This design comes from an exercise in tuning for small area, a short achievable clock period and few clock cycles on the open sky130 flow, not from production work.
The RTL was checked by simulation tests, not by an equivalence proof against the original design.

## config.mk

```make
export PLATFORM = sky130hd
export DESIGN_NAME = rv_mdu
export DESIGN_NICKNAME = rv_mdu
export VERILOG_FILES = /design/flow/design.v
export SDC_FILE = /design/flow/constraint.sdc
export NUM_CORES = 4
export LEC_CHECK = 0
export CAP_MARGIN = 35
export CORE_MARGIN = 2
export CORE_UTILIZATION = 45
export SETUP_SLACK_MARGIN = 4
export SLEW_MARGIN = 35
```

## constraint.sdc

```tcl
create_clock -name core_clock -period 10.0 [get_ports {clk}]
set_input_delay 2.0000 -clock core_clock [delete_from_list [all_inputs] [get_ports {clk}]]
set_output_delay 2.0000 -clock core_clock [all_outputs]
set_load 0.01 [all_outputs]
```

## design.v

```verilog
module rv_mdu #(
  parameter int unsigned XLEN = 64
) (
  input  logic            clk,
  input  logic            rstn,
  input  logic            flush,
  input  logic            in_valid,
  output logic            in_ready,
  input  logic [3:0]      op,
  input  logic [XLEN-1:0] a,
  input  logic [XLEN-1:0] b,
  output logic            out_valid,
  input  logic            out_ready,
  output logic [XLEN-1:0] res
);
  typedef enum logic [1:0] {IDLE, MUL, DIV, FIX} state_e;
  function automatic logic [6:0] lzc64(input logic [63:0] x);
    logic [31:0]      z1; logic [31:0]      c1;
    logic [15:0]      z2; logic [15:0][1:0] c2;
    logic [7:0]       z3; logic [7:0][2:0]  c3;
    logic [3:0]       z4; logic [3:0][3:0]  c4;
    logic [1:0]       z5; logic [1:0][4:0]  c5;
    logic             z6; logic [5:0]       c6;
    for (int i = 0; i < 32; i++) begin
      z1[i] = !x[2*i+1] && !x[2*i];
      c1[i] = !x[2*i+1];
    end
    for (int i = 0; i < 16; i++) begin
      z2[i] = z1[2*i+1] && z1[2*i];
      c2[i] = z1[2*i+1] ? {1'b1, c1[2*i]} : {1'b0, c1[2*i+1]};
    end
    for (int i = 0; i < 8; i++) begin
      z3[i] = z2[2*i+1] && z2[2*i];
      c3[i] = z2[2*i+1] ? {1'b1, c2[2*i]} : {1'b0, c2[2*i+1]};
    end
    for (int i = 0; i < 4; i++) begin
      z4[i] = z3[2*i+1] && z3[2*i];
      c4[i] = z3[2*i+1] ? {1'b1, c3[2*i]} : {1'b0, c3[2*i+1]};
    end
    for (int i = 0; i < 2; i++) begin
      z5[i] = z4[2*i+1] && z4[2*i];
      c5[i] = z4[2*i+1] ? {1'b1, c4[2*i]} : {1'b0, c4[2*i+1]};
    end
    z6 = z5[1] && z5[0];
    c6 = z5[1] ? {1'b1, c5[0]} : {1'b0, c5[1]};
    lzc64 = z6 ? 7'd64 : {1'b0, c6};
  endfunction
  state_e         st_q, st_d;
  logic           full_q, vld_q;
  logic [6:0]     cnt_q, cnt_d;
  logic [3:0]     op_q, op_d, iop_q;
  logic           rw_q, rw_d, neg_q, neg_d, fhi_q, fhi_d, fmh_q, fmh_d;
  logic [127:0]   r_q, r_d;
  logic [65:0]    d_q, d_d;
  logic [63:0]    ia_q, ib_q;
  logic [6:0]     lza_q, lzb_q;
  logic           first_q, first_d, last_q;
  logic        i_w, i_sa, i_sb;
  logic [63:0] i_mask, i_ma, i_mb;
  logic [6:0]  lzi_a, lzi_b;
  always_comb begin
    i_w    = op[3];
    i_mask = i_w ? 64'h0000_0000_FFFF_FFFF : '1;
    if (op[2]) begin
      i_sa = !op[0] && (i_w ? a[31] : a[63]);
      i_sb = !op[0] && (i_w ? b[31] : b[63]);
    end else begin
      i_sa = (op[1:0] != 2'b11) && (i_w ? a[31] : a[63]);
      i_sb = ((op[1:0] == 2'b01) || (op[1:0] == 2'b00)) && (i_w ? b[31] : b[63]);
    end
    i_ma  = (a ^ {64{i_sa}}) & i_mask;
    i_mb  = (b ^ {64{i_sb}}) & i_mask;
    lzi_a = lzc64(i_sa ? {i_ma[62:0], 1'b1} : i_ma);
    lzi_b = lzc64(i_mb);
  end
  logic           wop, isdiv, mlo, mhi, legal, sa_en, sb_en, sa, sb, bzero, qzero;
  logic [63:0]    mask, aw, bw, nega, negb, maga, magb;
  logic [3:0]     za, zb, zy;
  logic           ysel_a, sy, sx;
  logic [63:0]    ymag, xw, negx, dmul;
  logic [7:0]     sd_raw;
  logic [5:0]     sd, sh_amt;
  logic [63:0]    sh_in;
  logic [65:0]    sh_out;
  always_comb begin
    wop    = iop_q[3];
    isdiv  = iop_q[2];
    mlo    = !iop_q[2] && (iop_q[1:0] == 2'b00);
    mhi    = !iop_q[2] && (iop_q[1:0] != 2'b00);
    legal  = !iop_q[3] || iop_q[2] || (iop_q[1:0] == 2'b00);
    mask   = wop ? 64'h0000_0000_FFFF_FFFF : '1;
    aw     = ia_q & mask;
    bw     = ib_q & mask;
    if (iop_q[2]) begin
      sa_en = !iop_q[0];
      sb_en = !iop_q[0];
    end else begin
      sa_en = (iop_q[1:0] != 2'b11);
      sb_en = (iop_q[1:0] == 2'b01) || (iop_q[1:0] == 2'b00);
    end
    sa     = sa_en && (wop ? ia_q[31] : ia_q[63]);
    sb     = sb_en && (wop ? ib_q[31] : ib_q[63]);
    nega   = ~aw + 64'd1;
    negb   = ~bw + 64'd1;
    maga   = (sa ? nega : aw) & mask;
    magb   = (sb ? negb : bw) & mask;
    bzero  = (bw == '0);
    za     = lza_q[6:3];
    zb     = 4'((lzb_q - 7'(sb)) >> 3);
    ysel_a = (za >= zb);
    ymag   = ysel_a ? maga : magb;
    zy     = ysel_a ? za : zb;
    sy     = ysel_a ? sa : sb;
    sx     = ysel_a ? sb : sa;
    xw     = ysel_a ? bw : aw;
    negx   = ysel_a ? negb : nega;
    dmul   = (mlo ? sy : sx) ? negx : xw;
    sd_raw = 8'(lzb_q) - 8'(lza_q);
    qzero  = sd_raw[7];
    sd     = sd_raw[7] ? 6'd0 : (sd_raw[6] ? 6'd63 : sd_raw[5:0]);
    sh_in  = isdiv ? magb : ymag;
    sh_amt = isdiv ? {sd[5:1], 1'b0} : {zy[2:0], 3'b000};
    sh_out = {2'b0, sh_in} << sh_amt;
  end
  function automatic logic [73:0] csa_s(input logic [73:0] x, y, z);
    csa_s = x ^ y ^ z;
  endfunction
  function automatic logic [73:0] csa_c(input logic [73:0] x, y, z);
    csa_c = {((x[72:0] & y[72:0]) | (x[72:0] & z[72:0]) | (y[72:0] & z[72:0])), 1'b0};
  endfunction
  function automatic logic [73:0] bpp(input logic [2:0] y, input logic [63:0] dv, input int k);
    logic one, two, neg;
    logic [73:0] m;
    one = y[1] ^ y[0];
    two = (y[2] && !y[1] && !y[0]) || (!y[2] && y[1] && y[0]);
    neg = y[2] && !(y[1] && y[0]);
    m   = ({74{one}} & {10'b0, dv}) | ({74{two}} & {9'b0, dv, 1'b0});
    bpp = ({74{neg}} ^ m) << (2 * k);
  endfunction
  logic [8:0]   yb;
  logic [3:0]   bneg;
  logic [73:0]  row0, pp0, pp1, pp2, pp3, s1, c1, s2, c2, s3, c3, sum;
  logic [55:0]  hi_inc, hi_p1, hi_m1;
  logic [69:0]  t1, t2, t3;
  logic [68:0]  u3;
  logic [69:0]  v3;
  logic         q1, q2, q3;
  logic [1:0]   qq;
  logic [63:0]  rem, rem4, qsh;
  logic [63:0]  fsrc, fneg;
  function automatic logic [69:0] bk70(input logic [69:0] x, y, input logic ci);
    logic [69:0] g, p, pp;
    logic [70:0] c;
    pp = x ^ y;
    g  = x & y;
    p  = pp;
    g[0] = g[0] | (p[0] & ci);
    for (int d = 1; d < 70; d = d * 2)
      for (int i = 2 * d - 1; i < 70; i = i + 2 * d) begin
        g[i] = g[i] | (p[i] & g[i - d]);
        p[i] = p[i] & p[i - d];
      end
    for (int d = 32; d >= 1; d = d / 2)
      for (int i = 3 * d - 1; i < 70; i = i + 2 * d) begin
        g[i] = g[i] | (p[i] & g[i - d]);
        p[i] = p[i] & p[i - d];
      end
    c[0] = ci;
    for (int i = 0; i < 70; i++) c[i + 1] = g[i];
    bk70 = pp ^ c[69:0];
  endfunction
  always_comb begin
    yb    = {r_q[127:120], r_q[119] && !last_q};
    for (int k = 0; k < 4; k++) bneg[k] = yb[2*k+2] && !(yb[2*k+1] && yb[2*k]);
    pp0   = bpp(yb[2:0], d_q[63:0], 0);
    pp1   = bpp(yb[4:2], d_q[63:0], 1);
    pp2   = bpp(yb[6:4], d_q[63:0], 2);
    pp3   = bpp(yb[8:6], d_q[63:0], 3);
    if (first_q) row0 = {2'b0, ({64{yb[8]}} & d_q[63:0]), 8'b0};
    else         row0 = {2'b0, r_q[63:0], 8'b0};
    row0[0] = bneg[0];
    row0[2] = bneg[1];
    row0[4] = bneg[2];
    row0[6] = bneg[3];
    s1    = csa_s(row0, pp0, pp1);
    c1    = csa_c(row0, pp0, pp1);
    s2    = csa_s(s1, c1, pp2);
    c2    = csa_c(s1, c1, pp2);
    s3    = csa_s(s2, c2, pp3);
    c3    = csa_c(s2, c2, pp3);
    sum    = s3 + c3;
    hi_p1  = r_q[119:64] + 56'd1;
    hi_m1  = r_q[119:64] - 56'd1;
    hi_inc = sum[73] ? hi_m1 : (sum[72] ? hi_p1 : r_q[119:64]);
    rem    = r_q[127:64];
    t1     = bk70({6'b0, rem}, ~{4'b0, d_q}, 1'b1);
    t2     = bk70({6'b0, rem}, ~{3'b0, d_q, 1'b0}, 1'b1);
    u3     = {5'b0, rem} ^ ~{3'b0, d_q} ^ ~{2'b0, d_q, 1'b0};
    v3     = {(({5'b0, rem} & ~{3'b0, d_q}) | ({5'b0, rem} & ~{2'b0, d_q, 1'b0}) |
               (~{3'b0, d_q} & ~{2'b0, d_q, 1'b0})), 1'b1};
    t3     = bk70({1'b0, u3}, {1'b0, v3[68:0]}, 1'b1);
    q1     = !t1[69];
    q2     = !t2[69];
    q3     = !t3[68];
    qq     = {q2, q3 || (q1 && !q2)};
    if (q3)      rem4 = t3[63:0];
    else if (q2) rem4 = t2[63:0];
    else if (q1) rem4 = t1[63:0];
    else         rem4 = rem;
    qsh    = {(first_q ? 62'b0 : r_q[61:0]), qq};
    fsrc   = fhi_q ? r_q[127:64] : r_q[63:0];
    fneg   = ~fsrc + 64'(!fmh_q || (r_q[63:0] == '0));
  end
  logic acc, take, stall, fin;
  always_comb begin
    st_d    = st_q;
    cnt_d   = cnt_q;
    op_d    = op_q;
    rw_d    = rw_q;
    neg_d   = neg_q;
    fhi_d   = fhi_q;
    fmh_d   = fmh_q;
    r_d     = r_q;
    d_d     = d_q;
    first_d = first_q;
    fin     = 1'b0;
    stall   = vld_q && !out_ready && (st_q != IDLE);
    if (!stall) begin
      first_d = 1'b0;
      unique case (st_q)
        MUL: begin
          r_d   = {hi_inc, sum[71:0]};
          cnt_d = cnt_q - 7'd1;
          if (cnt_q == 7'd1) begin
            if (fmh_q) st_d = FIX;
            else       fin  = 1'b1;
          end
        end
        DIV: begin
          r_d[127:64] = rem4;
          r_d[63:0]   = ((cnt_q == 7'd1) && op_q[1]) ? rem4 : qsh;
          d_d         = d_q >> 2;
          cnt_d       = cnt_q - 7'd1;
          if (cnt_q == 7'd1) begin
            if (neg_q) st_d = FIX;
            else       fin  = 1'b1;
          end
        end
        FIX: begin
          r_d[63:0] = neg_q ? fneg : fsrc;
          fin       = 1'b1;
        end
        default: ;
      endcase
      if (fin) begin
        rw_d = op_q[3];
        st_d = IDLE;
      end
    end
    take = full_q && ((st_q == IDLE) || fin);
    if (take) begin
      op_d    = iop_q;
      fmh_d   = mhi;
      first_d = 1'b1;
      if (!legal) begin
        r_d[127:64] = '0;
        neg_d       = 1'b0;
        fhi_d       = 1'b1;
        st_d        = FIX;
      end else if (isdiv) begin
        d_d   = sh_out;
        cnt_d = 7'(sd >> 1) + 7'd1;
        neg_d = iop_q[1] ? sa : (sa ^ sb);
        if (bzero || qzero) begin
          r_d[127:64] = iop_q[1] ? maga : {64{bzero}};
          neg_d       = iop_q[1] && sa;
          fhi_d       = 1'b1;
          st_d        = FIX;
        end else begin
          r_d[127:64] = maga;
          fhi_d       = 1'b0;
          st_d        = DIV;
        end
      end else begin
        r_d[127:64] = sh_out[63:0];
        d_d         = {2'b0, dmul};
        cnt_d       = 7'd8 - 7'(zy);
        neg_d       = sa ^ sb;
        fhi_d       = 1'b1;
        st_d        = (zy == 4'd8) ? FIX : MUL;
        if (zy == 4'd8) neg_d = 1'b0;
      end
    end
  end
  always_ff @(posedge clk or negedge rstn) begin
    if (!rstn) begin
      st_q   <= IDLE;
      full_q <= 1'b0;
      vld_q  <= 1'b0;
    end else if (flush) begin
      st_q   <= IDLE;
      full_q <= 1'b0;
      vld_q  <= 1'b0;
    end else begin
      st_q   <= st_d;
      full_q <= acc || (full_q && !take);
      vld_q  <= fin || (vld_q && !out_ready);
    end
  end
  always_ff @(posedge clk) begin
    cnt_q   <= cnt_d;
    op_q    <= op_d;
    rw_q    <= rw_d;
    neg_q   <= neg_d;
    fhi_q   <= fhi_d;
    fmh_q   <= fmh_d;
    r_q     <= r_d;
    d_q     <= d_d;
    first_q <= first_d;
    last_q  <= (cnt_d == 7'd1);
    if (acc) begin
      ia_q  <= a;
      ib_q  <= b;
      iop_q <= op;
      lza_q <= lzi_a;
      lzb_q <= lzi_b;
    end
  end
  assign in_ready  = !full_q || take;
  assign acc       = in_valid && in_ready && !flush;
  assign out_valid = vld_q;
  assign res       = rw_q ? {{32{r_q[31]}}, r_q[31:0]} : r_q[63:0];
endmodule
```

## run.sh

```bash
#!/bin/bash
# synth_recipe.tcl (not shown) runs the flow's synth.tcl, then flattens the netlist and writes it again
# the make line also repeats each setting of config.mk as NAME=value (left out here)
make -C /OpenROAD-flow-scripts/flow DESIGN_CONFIG=/design/flow/config.mk WORK_HOME=/design/flow/orfs CLKGATE_MAP_FILE= SYNTH_SCRIPT=/design/flow/synth_recipe.tcl finish
```

==> results of run 1 <==
## cell families (layout without fill, tap and decap cells)
logic type / Yosys count / count (layout) / share of synthesized area (%)
other cells: 0 / 4 / 0
compound gates: 2709 / 2713 / 28.2
buf+inv: 1219 / 1272 / 7.59
simple gates: 2228 / 2231 / 17.2
fa+ha+maj: 665 / 665 / 17.6
mux: 219 / 220 / 3.62
flops: 359 / 359 / 16.0
xor+xnor: 697 / 697 / 9.75
## routing by layer
layer	vias up	share of wire, %	global-route usage, %
li1	29700	-	-
met1	33100	37	53.9
met2	4468	43	67.5
met3	1148	11	9.90
met4	22	9.1	31.4
met5	-	0.048	0
## cell usage in the layout, fill, tap and decap left out, types with 243 or more instances in the layout
| cell type | instances |
|---|---|
| sky130_fd_sc_hd__buf_4 | 324 |
| sky130_fd_sc_hd__fa_1 | 358 |
| sky130_fd_sc_hd__xnor2_1 | 455 |
| sky130_fd_sc_hd__nor3_1 | 243 |
| sky130_fd_sc_hd__nand2_1 | 521 |
| sky130_fd_sc_hd__edfxtp_1 | 280 |
| sky130_fd_sc_hd__inv_1 | 546 |
| sky130_fd_sc_hd__a21oi_1 | 551 |
| sky130_fd_sc_hd__a22oi_1 | 277 |
| sky130_fd_sc_hd__nor2_1 | 594 |
| sky130_fd_sc_hd__ha_1 | 243 |
| sky130_fd_sc_hd__o21ai_0 | 555 |
## flip-flops by register name, indices dropped and copies added (netlist names)
| name | count |
|---|---|
| fmh_q | 1 |
| full_q | 1 |
| first_q | 1 |
| iop_q | 4 |
| rw_q | 1 |
| neg_q | 1 |
| cnt_q | 7 |
| op_q | 2 |
| st_q | 2 |
| ia_q | 64 |
| ib_q | 64 |
| r_q | 128 |
| lza_q | 7 |
| lzb_q | 7 |
| vld_q | 1 |
| fhi_q | 1 |
| last_q | 1 |
| d_q | 66 |
## per-stage QoR
stage               hold WS [ns]  cell area (um^2)  std cells
floorplan                  0.400             63500       8096
global placement           0.446             66700       9624
detailed placement         0.421             66700       9625
CTS                        0.441             71700       9880
global route               0.445             73700       9953
finish                     0.438             73700       9955
## how the worst max path moves through the flow
stage          slack, ns  cells after the start                  to                from
6_report            2.89                     31  r_q[110]$_DFFE_PP_  r_q[121]$_DFFE_PP_
5_1_grt             2.77                     30  r_q[110]$_DFFE_PP_  r_q[121]$_DFFE_PP_
3_3_place_gp        1.37                     24   r_q[91]$_DFFE_PP_  r_q[121]$_DFFE_PP_
2_1_floorplan       3.57                     25  r_q[108]$_DFFE_PP_  r_q[119]$_DFFE_PP_
4_1_cts             2.98                     28   r_q[98]$_DFFE_PP_  r_q[119]$_DFFE_PP_
3_5_place_dp        1.29                     24   r_q[91]$_DFFE_PP_  r_q[121]$_DFFE_PP_
## what timing repair did
item,CTS,global route
setup endpoints to repair,194,179
buffers inserted,157,68
pin swaps,126,170
resized for setup,347,286
cloned,15,3
## final cells by class
cell class	count	share of cell area, %
Multi-Input combinational cell	6526	69.9
Sequential cell	359	13.6
Timing Repair Buffer	632	8.38
Tap cell	1794	3.04
Inverter	556	2.87
Clock buffer	61	1.80
Clock inverter	22	0.333
Antenna cell	4	0.0136
Timing Repair inverter	1	0.0119
==> summary.txt, run 1 <==
- Top cells by area, synth: sky130_fd_sc_hd__edfxtp_1 (13%), sky130_fd_sc_hd__fa_1 (12%), sky130_fd_sc_hd__xnor2_1 (6.8%), sky130_fd_sc_hd__ha_1 (6.1%), sky130_fd_sc_hd__o21ai_0 (4.9%)
* Library cells used by synthesis: ~110
* Fraction of the cycle the final worst path needs: 71.1%
- Averaged over all synthesized cells, the footprint is around 7.7 um^2.
- Area of the mapped netlist: 62,600 um^2
- Worst-Skew Late Latency: 0.67 ns
- The floorplan step defined a core boundary enclosing approximately 140,000 um^2.
* Delay-heaviest family, CP: adder cells
* Synth Net Count: 8,898
- Most common cell in the netlist: sky130_fd_sc_hd__nor2_1
- After detailed routing, the number of remaining DRC violations is 0.
- Counting instances, the worst hold path has a depth of 0.
- Root buf cell: sky130_fd_sc_hd__clkbuf_16
* Transition time at the pin with the least slew margin: 1.01 ns
- Summing all multi-input logic gate instances after layout gives approximately 52,000 um^2.
- Dpl ws: around 1.3 ns
- The worst hold path belongs to the class flop to flop.
- Across all register-to-register paths, the minimum setup slack is about 2.9 ns.
- Critical Path Sink Type: flop
* Total of hold buffers inserted after clock tree synthesis: 0
* Number of design-rule violations left by the first detailed-router iteration: 9,078
- The commonest cells after synthesis are sky130_fd_sc_hd__nor2_1 (625), sky130_fd_sc_hd__o21ai_0 (616), sky130_fd_sc_hd__a21oi_1 (606).
- Depth of the CTS H-tree: 2
* Outcome: no timing/DRC/antenna violations
* Final Max Tran Viols: 0
- Storage element area: roughly 10,000 um^2
* P&R area growth vs syn: 17.7%
- Counting flops with an async set or reset pin after synthesis yields a share of ~1.1%.
* Maximum fanout count along the critical path: 8
* Summed negative setup slack over all endpoints: 0 ns
- Post-synthesis instance total: between 8k and 9k
* Setup repair after global routing missed its margin: yes
- Arrival time at the worst endpoint: about 7.5 ns
- Number of global-route vias before repair: ~64k
- Using the TritonRoute via totals, the vias-per-cell ratio works out to slightly below 7.
- Of the cells placed in the final design, the portion with a size suffix greater than 1 is around 14%.
- Fill cells: around 13k
- Rel. slew slack: between 30% and 40%
* EDFF count, synth: 280
* Flip-flop and latch count after synthesis: about 360
* Aggregate global-route resource usage: between 40% and 50%
* Max Fclk: between 100 and 150 MHz
- The HPWL after detailed placement is roughly 240,000 um.
- End point of the worst hold path: rw_q$_DFFE_PP_
- Final setup fails: 0
* Boundary Pins: 203
- The die covers ~140,000 um^2.
- The synthesized design spends more area on one cell type than any other, namely sky130_fd_sc_hd__edfxtp_1.
* Antenna Violating Nets Remaining: 0
- The clock passes through at most 3 buffers.
* Nature of the critical path startpoint: flop
- Number of placement rows: roughly 140
* Number of buffers and inverters on the critical path: 10
* Total clock buffers created by CTS: 45
- The pre-antenna-repair detailed-routing pass consisted of 7 iterations.
- Layout net count: 8,923
- The worst register-to-register path ends at r_q[110]$_DFFE_PP_.
* Share of synthesized area occupied by flip-flops and latches: 16.0%
- At the end of routability-driven placement, the weighted congestion stood at roughly 1.0.
* Initial antenna violation count: 17
- Entering global routing, the biggest net connects roughly 140 pins.
- The setup path with the least slack is of type flop to flop.
- CTS tree: yes
* Final worst setup slack: a little under 3 ns
* Die height: 377 um
* Count of endpoints failing hold in the final timing report: 0
* Starting density of the core: roughly 45%
- Clock-pin slew was measured on the worst setup and hold paths at 0.06 ns.
- Vias post-DR: around 70k
- Max-cap viol count: 0
- The top cell type by area accounts for a little over an eighth of the synthesized area.
* Minimum clock period after layout: ~7 ns
- Count of cells along the worst register-to-register path: 31
- Origin of the worst min-delay path: op_q[3]$_DFFE_PP_
* Gr ovfl total: 0
* Global-route wire length before repair: 459,000 um
* Overall die width: about 380 um
- In the final routed layout, each cell accounts on average for 32.4 um.
- Input and output buffers added on the ports amount to ~200.
- Dominant synthesized flop cell: sky130_fd_sc_hd__edfxtp_1
- Counting every sink on the clock net gives 359.
* Startpoint of the worst register-to-register path: r_q[121]$_DFFE_PP_
* Total number of yosys warnings: 1
* Routed wire length: about 320,000 um
* Critical Path Slowest Stage Cell: sky130_fd_sc_hd__fa_1
- Data on the critical path is required at its endpoint by 10.35 ns.
- Post-Route Utilization: a little over half
- The largest single stage delay on the critical path is about 0.56 ns.
* Worst Clk Skew: around 0.054 ns
Testbench counts, summed over its fixed seeds: cycles 20,558.
==> run 2, diff against run 1 <==
--- a/design.v
+++ b/design.v
@@ -54,7 +54,7 @@
   logic [65:0]    d_q, d_d;
   logic [63:0]    ia_q, ib_q;
   logic [6:0]     lza_q, lzb_q;
-  logic           first_q, first_d, last_q;
+  logic           first_q, first_d;
   logic        i_w, i_sa, i_sb;
   logic [63:0] i_mask, i_ma, i_mb;
   logic [6:0]  lzi_a, lzi_b;
@@ -128,17 +128,19 @@
   function automatic logic [73:0] csa_c(input logic [73:0] x, y, z);
     csa_c = {((x[72:0] & y[72:0]) | (x[72:0] & z[72:0]) | (y[72:0] & z[72:0])), 1'b0};
   endfunction
-  function automatic logic [73:0] bpp(input logic [2:0] y, input logic [63:0] dv, input int k);
-    logic one, two, neg;
+  function automatic logic [11:0] bdec(input logic [8:0] y);
+    for (int k = 0; k < 4; k++) begin
+      bdec[3*k]   = y[2*k+1] ^ y[2*k];
+      bdec[3*k+1] = (y[2*k+2] && !y[2*k+1] && !y[2*k]) || (!y[2*k+2] && y[2*k+1] && y[2*k]);
+      bdec[3*k+2] = y[2*k+2] && !(y[2*k+1] && y[2*k]);
+    end
+  endfunction
+  function automatic logic [73:0] bpp(input logic [2:0] c, input logic [63:0] dv, input int k);
     logic [73:0] m;
-    one = y[1] ^ y[0];
-    two = (y[2] && !y[1] && !y[0]) || (!y[2] && y[1] && y[0]);
-    neg = y[2] && !(y[1] && y[0]);
-    m   = ({74{one}} & {10'b0, dv}) | ({74{two}} & {9'b0, dv, 1'b0});
-    bpp = ({74{neg}} ^ m) << (2 * k);
+    m   = ({74{c[0]}} & {10'b0, dv}) | ({74{c[1]}} & {9'b0, dv, 1'b0});
+    bpp = ({74{c[2]}} ^ m) << (2 * k);
   endfunction
-  logic [8:0]   yb;
-  logic [3:0]   bneg;
+  logic [11:0]  bc_q, bc_d;
   logic [73:0]  row0, pp0, pp1, pp2, pp3, s1, c1, s2, c2, s3, c3, sum;
   logic [55:0]  hi_inc, hi_p1, hi_m1;
   logic [69:0]  t1, t2, t3;
@@ -170,18 +172,16 @@
     bk70 = pp ^ c[69:0];
   endfunction
   always_comb begin
-    yb    = {r_q[127:120], r_q[119] && !last_q};
-    for (int k = 0; k < 4; k++) bneg[k] = yb[2*k+2] && !(yb[2*k+1] && yb[2*k]);
-    pp0   = bpp(yb[2:0], d_q[63:0], 0);
-    pp1   = bpp(yb[4:2], d_q[63:0], 1);
-    pp2   = bpp(yb[6:4], d_q[63:0], 2);
-    pp3   = bpp(yb[8:6], d_q[63:0], 3);
-    if (first_q) row0 = {2'b0, ({64{yb[8]}} & d_q[63:0]), 8'b0};
+    pp0   = bpp(bc_q[2:0], d_q[63:0], 0);
+    pp1   = bpp(bc_q[5:3], d_q[63:0], 1);
+    pp2   = bpp(bc_q[8:6], d_q[63:0], 2);
+    pp3   = bpp(bc_q[11:9], d_q[63:0], 3);
+    if (first_q) row0 = {2'b0, ({64{r_q[127]}} & d_q[63:0]), 8'b0};
     else         row0 = {2'b0, r_q[63:0], 8'b0};
-    row0[0] = bneg[0];
-    row0[2] = bneg[1];
-    row0[4] = bneg[2];
-    row0[6] = bneg[3];
+    row0[0] = bc_q[2];
+    row0[2] = bc_q[5];
+    row0[4] = bc_q[8];
+    row0[6] = bc_q[11];
     s1    = csa_s(row0, pp0, pp1);
     c1    = csa_c(row0, pp0, pp1);
     s2    = csa_s(s1, c1, pp2);
@@ -224,6 +224,7 @@
     d_d     = d_q;
     first_d = first_q;
     fin     = 1'b0;
+    bc_d    = bdec({r_q[119:111] & {8'hFF, (cnt_q != 7'd2)}});
     stall   = vld_q && !out_ready && (st_q != IDLE);
     if (!stall) begin
       first_d = 1'b0;
@@ -284,6 +285,7 @@
       end else begin
         r_d[127:64] = sh_out[63:0];
         d_d         = {2'b0, dmul};
+        bc_d        = bdec({sh_out[63:55] & {8'hFF, (zy != 4'd7)}});
         cnt_d       = 7'd8 - 7'(zy);
         neg_d       = sa ^ sb;
         fhi_d       = 1'b1;
@@ -315,9 +317,9 @@
     fhi_q   <= fhi_d;
     fmh_q   <= fmh_d;
     r_q     <= r_d;
+    bc_q    <= (stall && !take) ? bc_q : bc_d;
     d_q     <= d_d;
     first_q <= first_d;
-    last_q  <= (cnt_d == 7'd1);
     if (acc) begin
       ia_q  <= a;
       ib_q  <= b;
==> run 2 against run 1 <==
Against the previous run:
- clock-buffer cell count fell by 3
- first-iteration DRC count rose by 14%
- critical path depth fell by 3
- synthesized cell count rose by 1.1%
==> summary.txt, run 2 <==
* Final setup fails: 0
- Core area: roughly 140,000 um^2
- Across every metal layer, demand over resource in global routing totals 42.6%.
- The final critical path takes up 64.9% of the cycle.
- Summed over all nets, the half-perimeter wirelength after detailed placement is approximately 240,000 um.
- For the final database, setup skew stands at 0.0381 ns.
- For the pin with the worst max-slew slack, the measured transition is around 1.1 ns.
* Number of design-rule violations left by the first detailed-router iteration: about 10k
- Storage element area: approximately 10,000 um^2
* Top Registers: r_q: 128 flops, d_q: 66 flops
- Leading cell type in the layout, fill and taps excluded: sky130_fd_sc_hd__nand2_1
* Layout cells sized above 1: between 10% and 20%
* Number of sinks driven by the clock tree: 370
- Post-synthesis cell type with the largest combined area: sky130_fd_sc_hd__edfxtp_1
- The number of antenna violations at the first check in global routing was 9.
- In this run, CTS created clock tree buffers numbering 46.
* Critical Path Slowest Stage Cell: sky130_fd_sc_hd__or4b_4
- Area of combinational cells with multiple inputs: 52,200 um^2
- The critical path in this run is classified as flop to flop.
* Starting density of the core: a little under half
- More flip-flops sit in one register than any other, and that register is r_q.
- Summed negative setup slack over all endpoints: 0 ns
* Delay contributed by the slowest stage of the critical path: approximately 0.54 ns
* Largest net degree at the start of global routing: approximately 140
- Commonest cells after routing, fill and taps aside: sky130_fd_sc_hd__nand2_1 (605), sky130_fd_sc_hd__nor2_1 (574), sky130_fd_sc_hd__a21oi_1 (563), sky130_fd_sc_hd__inv_1 (542), sky130_fd_sc_hd__o21ai_0 (498)
* Setup repair after global routing missed its margin: yes
- In this run, placement finished with an instance count of between 9k and 10k.
- Overall die width: 381 um
- After synthesis, flip-flops and latches occupy approximately 16% of the total area.
- Across all layers, the routed design uses slightly below 70k vias.
* Root buf cell: sky130_fd_sc_hd__clkbuf_16
- Final Max Tran Viols: 0
- The routed design has about 320,000 um of wire.
- Global-route wire length before repair: approximately 460,000 um
* CTS tree: yes
* P&R area growth vs syn: 16.2%
- The placed instances occupy a cell area of 67,700 um^2.
- The flow ran to the end and the layout has no timing, DRC or antenna violations.
- Worst R2R Setup Slack: between 3 and 4 ns
- Excluding fillers, the count of instances in the completed layout stands at roughly 10k.
- The clock reaches the later pin of the worst-skew pair after 0.67 ns.
* Critical Path Sink Type: flop
- At the worst endpoint, the required time is about 10 ns.
- The cell area that synthesis handed to floorplanning was 63,900 um^2.
- The net count of the finished layout is between 8k and 9k.
- Global routing finished with a remaining overflow of 0.
- Mean routed wirelength per cell: approximately 32 um
- Fill cells in the final layout number 13.6k.
* Fin Hold WS: around 0.45 ns
- Fraction of synthesis flops using an asynchronous set or reset pin: 1.08%
* Antenna Violating Nets Remaining: 0
* Number of placement rows: about 140
- Static timing analysis puts the maximum clock frequency at ~150 MHz.
* Detailed-route vias per instance: around 6.9
- Die area: 145,000 um^2
- Depth of the CTS H-tree: 2
- Clock-pin slew was measured on the worst setup and hold paths at roughly 0.070 ns.
- Measured against its own limit, the worst slew margin works out to a little over a quarter.
* Top cells by area, synth: sky130_fd_sc_hd__edfxtp_1 (14%), sky130_fd_sc_hd__fa_1 (11%), sky130_fd_sc_hd__xnor2_1 (7.1%), sky130_fd_sc_hd__ha_1 (6.1%), sky130_fd_sc_hd__a21oi_1 (4.8%)
- Synth Net Count: ~9.0k
- Path type of the worst min-delay path: flop to flop
- Library cells used by synthesis: between 100 and 150
- Final GP Congestion: between 1 and 1.5
- The worst setup path is launched from a flop.
- The final count of hold timing violations is 0.
- Total number of yosys warnings: 1
- Most common cell in the netlist: sky130_fd_sc_hd__nand2_1
* Max-cap viol count: 0
- Area share of the leading cell type in the synthesized netlist: between 10% and 20%
- Boundary Pins: between 200 and 250
- Maximum fanout count along the critical path: 7
- Counting flops with a built-in enable in the synthesized netlist gives slightly below 300.
- Flip-flop and latch count after synthesis: between 300 and 400
- Die height: ~380 um
- The pre-antenna-repair detailed-routing pass consisted of 8 iterations.
* I/O Buffers: 202
- The commonest cells after synthesis are sky130_fd_sc_hd__nand2_1 (631), sky130_fd_sc_hd__a21oi_1 (614), sky130_fd_sc_hd__nor2_1 (598).
* Post-synthesis instance total: around 8.2k
* Minimum clock period after layout: roughly 6.5 ns
- After detailed routing, the number of remaining DRC violations is 0.
- The average instance in the mapped netlist occupies between 7 and 8 um^2.
- Among all flip-flop cells after synthesis, the most frequent one is sky130_fd_sc_hd__edfxtp_1.
- Arrival time at the worst endpoint: 6.82 ns
- Finished Cell Area: 74,300 um^2
- Max reg flops: between 100 and 150
- The via count of the first global-routing pass was about 65k.
- Worst-case clock buffer depth: 3
-- run 2: path summary, 6_finish.rpt --
| path | from | end | depth (start not counted) |
|---|---|---|---|
| min in group asynchronous | rstn | vld_q$_DFF_PN0_ | 1 |
| setup reg to reg | r_q[127]$_DFFE_PP_ | r_q[124]$_DFFE_PP_ | 28 |
| hold reg to reg | op_q[3]$_DFFE_PP_ | rw_q$_DFFE_PP_ | 0 |
| max in group asynchronous | rstn | st_q[0]$_DFFE_PN0P_ | 1 |
| setup / recovery | r_q[127]$_DFFE_PP_ | r_q[124]$_DFFE_PP_ | 28 |
| hold / removal | op_q[3]$_DFFE_PP_ | rw_q$_DFFE_PP_ | 0 |
-- run 2: layout make-up --
class	count	share of cell area, %
clock inverter	28	0.313
clock buffer	58	1.70
timing repair buffer	583	7.56
antenna	10	0.0337
sequential	370	14.0
tap	1890	3.18
multi-input combinational	6592	70.4
inverter	558	2.83
-- run 2: cell families (layout without fill, tap and decap cells) --
| kind of cell | after synthesis | in the layout | share of synthesized area, % |
|---|---|---|---|
| and+or+nand+nor | 2298 | 2302 | 17.6 |
| xor gates and xnor gates | 700 | 700 | 9.59 |
| AOI/OAI and AO/OA | 2699 | 2700 | 28.1 |
| buffers and inverters | 1227 | 1227 | 7.58 |
| other | 0 | 10 | 0 |
| adders and majority gates | 674 | 674 | 17.4 |
| muxes | 216 | 216 | 3.51 |
| DFF | 370 | 370 | 16.2 |
-- run 2: worst max-delay path, delay by kind of cell (launching register included) --
family                     cells  cell delay, ns
DFF                            1            0.44
xor gates and xnor gates       1            0.11
adders and majority gates      4            1.80
and+or+nand+nor                6            1.21
buffers and inverters          9            1.23
AOI/OAI and AO/OA              8            1.33
-- run 2: through the flow --
| step | utilization [%] | worst slack (ns) |
|---|---|---|
| after detailed placement | 47.9 | 2.18 |
| after global routing | 52.6 | 3.42 |
| after floorplan | - | 3.54 |
| final | 52.6 | 3.51 |
| after CTS | 51.4 | 3.71 |
| after global placement | 47.8 | 2.19 |
-- run 2: what timing repair did --
action / in CTS / in global routing
gates resized for setup: 485 / 223
pin swaps: 121 / 135
setup buffers: 106 / 68
setup endpoints to repair: 202 / 142
cloned: 12 / 5
hold buffers: 0 / 0
-- run 2: layer usage --
layer	share of wire [%]	wire (um)	vias up	track usage, %
met5	0.043	139	-	0.463
met4	9.1	29300	8	30.9
met3	11	35300	1130	8.97
met2	43	138000	4801	64.5
met1	37	120000	33600	53.5
li1	-	-	29800	-
Testbench counts of run 2, summed over its fixed seeds: cycles 20,558.
==> run 3, diff against run 2 <==
--- a/config.mk
+++ b/config.mk
@@ -7,6 +7,6 @@
 export LEC_CHECK = 0
 export CAP_MARGIN = 35
 export CORE_MARGIN = 2
-export CORE_UTILIZATION = 45
+export CORE_UTILIZATION = 40
 export SETUP_SLACK_MARGIN = 4
 export SLEW_MARGIN = 35
==> run 3 against run 2 <==
Against the previous run:
- utilization is 5.5 points lower
- register-to-register slack better by 0.03 ns
- routed wire length increased by 3.6%
- clock-buffer cell count up 4
- setup slack improved by 0.034 ns
- critical path depth down 1
- cell count increased by 1.8%
- critical path type unchanged
==> summary.txt, run 3 <==
* Outcome: no timing/DRC/antenna violations
- STA puts the critical path data arrival time at slightly below 7 ns.
- The worst setup path is of the flop to flop kind.
- Core area: between 150,000 and 200,000 um^2
- For this design, the CTS-stage hold fixing added 0 buffers.
* Area of the mapped netlist: between 60,000 and 70,000 um^2
* Die height: between 400 and 500 um
* Total number of yosys warnings: 1
- Global-route wire length before repair: between 400,000 and 500,000 um
- Dividing the final minimum period by the clock period gives approximately 65%.
- Aggregate global-route resource usage: between 30% and 40%
- Top cells by area, synth: sky130_fd_sc_hd__edfxtp_1 (14%), sky130_fd_sc_hd__fa_1 (11%), sky130_fd_sc_hd__xnor2_1 (7.1%), sky130_fd_sc_hd__ha_1 (6.1%), sky130_fd_sc_hd__a21oi_1 (4.8%)
- Number of global-route vias before repair: around 66k
* Detailed-router iteration count before antenna repair: 10
- Along the worst path, the maximum fanout reaches 9.
- Total clock buffers created by CTS: 46
- Fraction of synthesis flops using an asynchronous set or reset pin: approximately 1.1%
* Rel. slew slack: between 30% and 40%
- Adding up every negative setup slack in the final design gives 0 ns.
- The clock period could shrink to 6.46 ns.
- The layer flagged by global routing as most heavily used is met2.
* Depth of the CTS H-tree: 2
- Worst-case clock buffer depth: 3
- The worst path meets setup with about 3.5 ns of slack.
- Worst Clk Skew: ~0.052 ns
* P&R area growth vs syn: 16.7%
- Final Max Tran Viols: 0
- The register with the most flip-flops in the layout has between 100 and 150 of them.
- Average cell area after synthesis: roughly 8 um^2
* Met3 Resource Use GR: approximately 8.7%
* Antenna Violating Nets Remaining: 0
- In the routed layout, each cell is associated on average with a via count of 6.77.
* Area share of the leading cell type in the synthesized netlist: roughly 14%
- Die area: 163,000 um^2
* Register bank with the most flops: r_q
* Starting density of the core: 40.3%
- STA classifies the critical path endpoint as a flop.
- Path type of the worst min-delay path: flop to flop
- Detailed placement ended at an HPWL of around 250,000 um.
- Final cell count without fillers: about 10k
* Final GP Congestion: 1.07
- Clock input transition at the sequential cells of the worst setup and hold paths: around 0.060 ns
- Post-synthesis cell type with the largest combined area: sky130_fd_sc_hd__edfxtp_1
* Count of endpoints failing hold in the final timing report: 0
- EDFF count, synth: just under 300
- Mean routed wirelength per cell: about 32 um
- Routed wire length: 334,000 um
- Setup repair after global routing missed its margin: yes
- Worst-Skew Late Latency: about 0.68 ns
* Gr ovfl total: 0
* I/O Buffers: 202
* Dominant synthesized flop cell: sky130_fd_sc_hd__edfxtp_1
- The commonest cells after synthesis are sky130_fd_sc_hd__nand2_1 (631), sky130_fd_sc_hd__a21oi_1 (614), sky130_fd_sc_hd__nor2_1 (598).
* Library cells used by synthesis: about 110
- The tool flagged a number of max-cap violations equal to 0.
- Number of placement rows: roughly 150
* CTS tree: yes
- CP required: roughly 10 ns
- Nature of the critical path startpoint: flop
- Prior to clock tree synthesis, the placed netlist has a worst setup slack of 1.96 ns.
* Root buf cell: sky130_fd_sc_hd__clkbuf_16
- # DRC: 0
- Leading cell type in the layout, fill and taps excluded: sky130_fd_sc_hd__nand2_1
* Initial antenna violation count: 11
- The largest registers in the layout are r_q: 128 flops, d_q: 66 flops.
- Largest net degree at the start of global routing: between 100 and 150
- Final setup fails: 0
* Met1 track demand over resource in global routing: between 40% and 50%
- Layout net count: about 9.0k
- In the final layout, the share of cells above drive strength 1 is ~13%.
* Vias post-DR: a little under 70k
* Boundary Pins: just over 200
* Number of design-rule violations left by the first detailed-router iteration: about 9.8k
- Commonest cells after routing, fill and taps aside: sky130_fd_sc_hd__nand2_1 (611), sky130_fd_sc_hd__nor2_1 (579), sky130_fd_sc_hd__a21oi_1 (574), sky130_fd_sc_hd__inv_1 (545), sky130_fd_sc_hd__o21ai_0 (507)
* Met2 Usage GRT: approximately three fifths
* Overall die width: ~400 um
* Share of synthesized area occupied by flip-flops and latches: 16.2%
- After synthesis the netlist holds a flip-flop and latch count of 370.
* Most common cell in the netlist: sky130_fd_sc_hd__nand2_1
* Max Fclk: approximately 150 MHz
* Transition time at the pin with the least slew margin: approximately 0.97 ns
- Synth Net Count: roughly 9k
* Inst Count DP: ~10k
- In the synthesized netlist, the number of instances is 8,184.
* Number of sinks driven by the clock tree: 370
[run 3: cell counts after synthesis]
No cell type changed its count.
[run 3: timing repair]
item | CTS | global route
setup buffers | 123 | 55
cloned | 19 | 8
gates resized for setup | 413 | 204
pin swaps | 84 | 91
setup endpoints to repair | 207 | 125
[run 3: logic make-up (layout without fill, tap and decap cells)]
group | Yosys count | in the layout | share of synthesized area (%)
flip-flops | 370 | 370 | 16.2
other | 0 | 5 | 0
AO/OA/AOI/OAI | 2699 | 2702 | 28.1
adder cells (fa/ha/maj) | 674 | 674 | 17.4
multiplexers | 216 | 216 | 3.51
buffers and inverters | 1227 | 1232 | 7.58
AND/OR/NAND/NOR | 2298 | 2301 | 17.6
XOR/XNOR | 700 | 700 | 9.59
[run 3: final timing paths]
path,from,to,slack (ns),depth (start not counted)
worst max-delay path,bc_q[1]$_DFFE_PN_,r_q[104]$_DFFE_PP_,3.54,27
worst min-delay path,op_q[3]$_DFFE_PP_,rw_q$_DFFE_PP_,0.46,0
worst max register to register,bc_q[1]$_DFFE_PN_,r_q[104]$_DFFE_PP_,3.54,27
worst min register to register,op_q[3]$_DFFE_PP_,rw_q$_DFFE_PP_,0.46,0
max in group asynchronous,rstn,st_q[0]$_DFFE_PN0P_,8.29,1
min in group asynchronous,rstn,vld_q$_DFF_PN0_,1.55,1
[run 3: through the flow]
step / utilization [%] / cell area, um^2 / hold WS (ns)
after floorplan: - / 64200 / 0.400
after global placement: 42.7 / 67800 / 0.442
after detailed placement: 42.8 / 67900 / 0.440
after CTS: 46.0 / 72900 / 0.458
after global routing: 47.0 / 74600 / 0.464
final: 47.0 / 74600 / 0.459
[run 3: cell type report]
class | instances | area [um^2]
diodes | 5 | 12.5
clock buffers | 62 | 1270
clock inverters | 22 | 335
fillers | 15600 | 84000
inverters | 558 | 2100
multi-input cells | 6593 | 51900
flip-flops and latches | 370 | 10400
well taps | 2072 | 2590
repair buffers | 590 | 5910
[run 3: per-layer routing]
metal / wire length, um / up-vias
met1: 126000 / 34000
met2: 144000 / 4728
met3: 36000 / 1016
met5: 104 / -
met4: 27300 / 14
li1: - / 29900
[run 3: worst max-delay path, cell delays in order (launching register included)]
cell	delay, ns
sky130_fd_sc_hd__edfxtp_1	0.41
sky130_fd_sc_hd__buf_12	0.18
sky130_fd_sc_hd__buf_12	0.17
sky130_fd_sc_hd__buf_16	0.16
sky130_fd_sc_hd__a22oi_2	0.19
sky130_fd_sc_hd__xnor2_2	0.09
sky130_fd_sc_hd__fa_1	0.50
sky130_fd_sc_hd__inv_1	0.05
sky130_fd_sc_hd__fa_1	0.45
sky130_fd_sc_hd__fa_1	0.51
sky130_fd_sc_hd__inv_2	0.05
sky130_fd_sc_hd__ha_4	0.27
sky130_fd_sc_hd__buf_4	0.11
sky130_fd_sc_hd__a21oi_1	0.09
sky130_fd_sc_hd__nand3b_1	0.22
sky130_fd_sc_hd__o211ai_1	0.17
sky130_fd_sc_hd__nor3b_4	0.40
sky130_fd_sc_hd__o211ai_1	0.14
sky130_fd_sc_hd__buf_4	0.18
sky130_fd_sc_hd__a211o_1	0.32
sky130_fd_sc_hd__o211ai_1	0.16
sky130_fd_sc_hd__buf_6	0.24
sky130_fd_sc_hd__buf_4	0.19
sky130_fd_sc_hd__nor3_4	0.06
sky130_fd_sc_hd__buf_4	0.14
sky130_fd_sc_hd__a31oi_1	0.19
sky130_fd_sc_hd__xnor2_1	0.12
sky130_fd_sc_hd__a2111o_1	0.41
==> run 4, diff against run 3 <==
--- a/config.mk
+++ b/config.mk
@@ -7,6 +7,7 @@
 export LEC_CHECK = 0
 export CAP_MARGIN = 35
 export CORE_MARGIN = 2
-export CORE_UTILIZATION = 40
+export CORE_UTILIZATION = 45
+export PLACE_DENSITY = 0.7
 export SETUP_SLACK_MARGIN = 4
 export SLEW_MARGIN = 35
==> run 4 against run 3 <==
Against the previous run:
- worst hold slack worse by 0.037 ns
- die area fell by 11%
- final area hardly changed
- clock skew decreased by 0.0099 ns
- setup slack stayed put
- via count increased by 1.2%
- cell count down 1.5%
- largest cell class unchanged
==> summary.txt, run 4 <==
- Nature of the critical path startpoint: flop
- Rel. slew slack: about a fifth
- Excluding fillers, the count of instances in the completed layout stands at 10.1k.
* Max reg flops: between 100 and 150
* Library cells used by synthesis: about 110
- The synthesized netlist devotes between 20% and 30% of its cell area to compound gates.
- Of the post-synthesis cell area, the part taken by muxes is under 10%.
* Leading cell types by count after synthesis: sky130_fd_sc_hd__nand2_1 (631), sky130_fd_sc_hd__a21oi_1 (614), sky130_fd_sc_hd__nor2_1 (598)
- Register bank with the most flops: r_q
- Buffers inserted during clock tree synthesis total 44.
- Area of the mapped netlist: approximately 64,000 um^2
- Number of design-rule violations left by the first detailed-router iteration: 10.0k
- In this run the standard cell core region covers about 140,000 um^2.
- Root buf cell: sky130_fd_sc_hd__clkbuf_16
- Arithmetic-cell share of the synthesized area counting full adders, half adders and majority gates: between 10% and 20%
- By area, the combinational part of the netlist is dominated by compound AO/OA/AOI/OAI gates.
- Summing the areas of all and, or, nand and nor instances in the mapped netlist gives 17.6% of the synthesized area.
- Worst setup path start: bc_q[11]$_DFFE_PN_
- DPL Wire Length: about 250,000 um
* Layout net count: 9,005
- Cells fill 52.8% of the core in the end.
- Final Max Tran Viols: 0
- Boundary Pins: about 200
* Commonest cells after routing, fill and taps aside: sky130_fd_sc_hd__nand2_1 (602), sky130_fd_sc_hd__nor2_1 (574), sky130_fd_sc_hd__a21oi_1 (562), sky130_fd_sc_hd__inv_1 (545), sky130_fd_sc_hd__o21ai_0 (497)
* Largest net degree at the start of global routing: about 140
- Counting instances, the worst hold path has a depth of 0.
- Count of cells along the worst register-to-register path: 22
* Die area: 145,000 um^2
- Area share of the leading cell type in the synthesized netlist: 13.7%
- At the later pin of the worst-skew pair, clock insertion delay measures between 0.6 and 0.7 ns.
- In this run the worst hold path is classified as flop to flop.
- For this run, the number of Yosys warnings is 1.
- For this run, design rule violations remaining after detail routing come to 0.
* Worst reg2reg endpoint: r_q[113]$_DFFE_PP_
- Buffers inserted to repair hold after CTS numbered 0.
- Antenna Violating Nets Remaining: 0
- Critical path destination: r_q[113]$_DFFE_PP_
- Dividing the synthesized area by the synthesized cell count gives approximately 7.8 um^2.
- Die height: between 300 and 400 um
- TritonCTS built the clock tree.
- Timing would allow up to 155 MHz.
* Worst R2R Setup Slack: about 3.5 ns
* Number of sinks driven by the clock tree: 370
* Fill cells: 13.5k
- Gr ovfl total: 0
* Final setup fails: 0
- The worst path in the final design needs a cycle of roughly 6.5 ns, including I/O delays and setup.
- Inst Count DP: 9,818
* EDFF count, synth: 292
- The critical path is of the flop to flop type.
- I/O Buffers: ~200
- Number of placement rows: around 140
- Summing the sequential cell areas from Yosys gives about 16% of the chip area.
- In the synthesized netlist the async set-or-reset flop fraction comes to under 10%.
- In this run the worst path has a maximum fanout of 10.
- Transition time at the pin with the least slew margin: 1.18 ns
- The number of antenna violations at the first check in global routing came to 8.
- The final count of hold timing violations was 0.
* Fin Hold WS: ~0.42 ns
* Top Registers: r_q: 128 flops, d_q: 66 flops
- Top cells by area, synth: sky130_fd_sc_hd__edfxtp_1 (14%), sky130_fd_sc_hd__fa_1 (11%), sky130_fd_sc_hd__xnor2_1 (7.1%), sky130_fd_sc_hd__ha_1 (6.1%), sky130_fd_sc_hd__a21oi_1 (4.8%)
- On the final layout, the worst clock skew is 0.0421 ns.
* Mean routed wirelength per cell: 33.2 um
- Setup repair after global routing could not meet its margin everywhere.
- In the routed layout, each cell is associated on average with a via count of roughly 7.0.
- Leaving out fill and tap cells, the most frequent cell in the layout is sky130_fd_sc_hd__nand2_1.
* Startpoint of the worst register-to-register path: bc_q[11]$_DFFE_PN_
- The number of nets in the synthesized netlist is about 9k.
- Vias post-DR: between 70k and 80k
- Post-synthesis cell type with the largest combined area: sky130_fd_sc_hd__edfxtp_1
* Starting density of the core: a little under half
- CP required: 10.42 ns
- Detailed-router iteration count before antenna repair: 9
- Global-route wire length before repair: between 400,000 and 500,000 um
- After Yosys synthesis, XOR and XNOR cells account for a little under a tenth of the synthesized area.
* Summed negative setup slack over all endpoints: 0 ns
- Post-synthesis instance total: approximately 8k
- Arrival time at the worst endpoint: between 6 and 7 ns
- Fraction of the cycle the final worst path needs: between 60% and 70%
- The longest clock path from root to sink contains 3 buffers.
- Number of global-route vias before repair: between 60k and 70k
- Max-cap viol count: 0
- P&R area growth vs syn: 16.8%
* Most common cell in the netlist: sky130_fd_sc_hd__nand2_1
- Routed wire length: ~340,000 um
* Depth of the CTS H-tree: 2
* Final GP Congestion: 1.05
- Aggregate global-route resource usage: between 40 and 50%
- The run finished with no timing, DRC or antenna violations.
- The die is around 380 um wide.
- The post-route netlist has between 10% and 20% of its cells at a drive strength greater than 1.
- The synthesized design contains 370 register bits.
- The worst setup path is captured at a flop.
- Clock input transition at the sequential cells of the worst setup and hold paths: 0.06 ns
* Dominant synthesized flop cell: sky130_fd_sc_hd__edfxtp_1
run 4: cell count changes in the layout (fill, tap and decap cells not counted), moves of 7 or more:
cell | previous run | this run
sky130_fd_sc_hd__a21oi_1 | 574 | 562
sky130_fd_sc_hd__a21oi_2 | 26 | 34
sky130_fd_sc_hd__a31oi_1 | 122 | 115
sky130_fd_sc_hd__a31oi_4 | 2 | 11
sky130_fd_sc_hd__buf_4 | 300 | 324
sky130_fd_sc_hd__buf_6 | 30 | 52
sky130_fd_sc_hd__bufinv_16 | 8 | 1
sky130_fd_sc_hd__dfxtp_1 | 45 | 30
sky130_fd_sc_hd__dfxtp_2 | 11 | 27
sky130_fd_sc_hd__nand2_1 | 611 | 602
sky130_fd_sc_hd__o21ai_0 | 507 | 497
sky130_fd_sc_hd__o21ai_1 | 46 | 56
run 4: kinds of logic after synthesis:
family / count (synthesis)
AO/OA/AOI/OAI: 2699
buffers and inverters: 1227
XOR/XNOR: 700
flip-flops: 370
multiplexers: 216
adder cells (fa/ha/maj): 674
AND/OR/NAND/NOR: 2298
run 4: worst min-delay path by stage:
stage | from | endpoint | slack (ns)
after floorplan | op_q[3]$_DFFE_PP_ | rw_q$_DFFE_PP_ | 0.40
after global placement | op_q[3]$_DFFE_PP_ | rw_q$_DFFE_PP_ | 0.44
after detailed placement | op_q[3]$_DFFE_PP_ | rw_q$_DFFE_PP_ | 0.41
after CTS | op_q[3]$_DFFE_PP_ | rw_q$_DFFE_PP_ | 0.42
after global routing | op_q[3]$_DFFE_PP_ | rw_q$_DFFE_PP_ | 0.44
final | op_q[3]$_DFFE_PP_ | rw_q$_DFFE_PP_ | 0.42
run 4: routing by layer:
metal	track usage (%)	wire length (um)
met4	33.2	32600
met2	67.6	144000
met5	0	85
met3	10.7	38900
met1	53.8	121000
run 4: layout make-up:
| class | count | area (um^2) | area share, % |
|---|---|---|---|
| clock buffer | 62 | 1280 | 1.71 |
| sequential | 370 | 10400 | 14.0 |
| inverter | 558 | 2100 | 2.82 |
| antenna | 4 | 10.0 | 0.0134 |
| timing repair buffer | 626 | 6070 | 8.13 |
| multi-input combinational | 6594 | 52200 | 69.9 |
| tap | 1890 | 2360 | 3.17 |
| clock inverter | 19 | 161 | 0.216 |
run 4: per-stage QoR:
stage          setup WS [ns]  cell area [um^2]
5_1_grt                 3.43             74600
3_5_place_dp            2.01             67800
6_report                3.54             74600
4_1_cts                 3.74             72400
2_1_floorplan           3.54             64200
3_3_place_gp            2.10             67700
run 4: worst max-delay path: stages (launching register included):
cell,delay (ns)
sky130_fd_sc_hd__edfxtp_1,0.57
sky130_fd_sc_hd__inv_2,0.51
sky130_fd_sc_hd__fa_2,0.56
sky130_fd_sc_hd__fa_1,0.48
sky130_fd_sc_hd__inv_1,0.05
sky130_fd_sc_hd__fa_1,0.56
sky130_fd_sc_hd__ha_4,0.23
sky130_fd_sc_hd__and3_4,0.19
sky130_fd_sc_hd__a221oi_4,0.36
sky130_fd_sc_hd__o211ai_1,0.15
sky130_fd_sc_hd__buf_4,0.17
sky130_fd_sc_hd__nor3b_4,0.14
sky130_fd_sc_hd__buf_6,0.13
sky130_fd_sc_hd__o211ai_1,0.17
sky130_fd_sc_hd__buf_4,0.18
sky130_fd_sc_hd__a21oi_4,0.06
sky130_fd_sc_hd__o211a_4,0.28
sky130_fd_sc_hd__buf_4,0.15
sky130_fd_sc_hd__buf_4,0.14
sky130_fd_sc_hd__nor2_4,0.42
sky130_fd_sc_hd__nand3_1,0.14
sky130_fd_sc_hd__a22o_1,0.26
sky130_fd_sc_hd__a221o_1,0.29
run 4: timing repair:
action	in CTS	in global routing
buffers inserted	108	91
cloned	14	6
pin swaps	114	109
resized for setup	446	299
setup endpoints to repair	164	125

==> separate check: timing with driven ports <==
Ports are ideal in the flow. The routed layouts listed here were re-timed in OpenROAD. Step 1, drivers: a clkbuf_16 drives clk and a buf_2 each remaining input, both assumed. Step 2 times the ports against the registers' clock, not the clock port: input delays grow and output delays shrink by t, the midpoint of the rising clock arrivals with the driver on. Three values: no drivers, after step 1, after step 2; two values: the first two.
run | t (ns) | slack for setup (ns) | worst hold slack (ns) | worst register clock-pin slew, ns | worst data-port slew with drivers (ns)
run 1 | 0.724 | 2.889 / 2.889 / 2.889 | 0.438 / 0.438 / 0.438 | 0.07 / 0.07 | 0.05
run 2 | 0.725 | 3.508 / 3.508 / 3.508 | 0.449 / 0.449 / 0.449 | 0.07 / 0.07 | 0.06
run 3 | 0.728 | 3.542 / 3.542 / 3.542 | 0.459 / 0.459 / 0.459 | 0.07 / 0.07 | 0.06
run 4 | 0.729 | 3.542 / 3.542 / 3.407 | 0.422 / 0.422 / 0.422 | 0.07 / 0.07 | 0.07
After both steps every run listed still meets setup and hold. The setup slack of run 4, which loses most, moves by 0.000 ns with the drivers and by -0.135 ns with both steps.
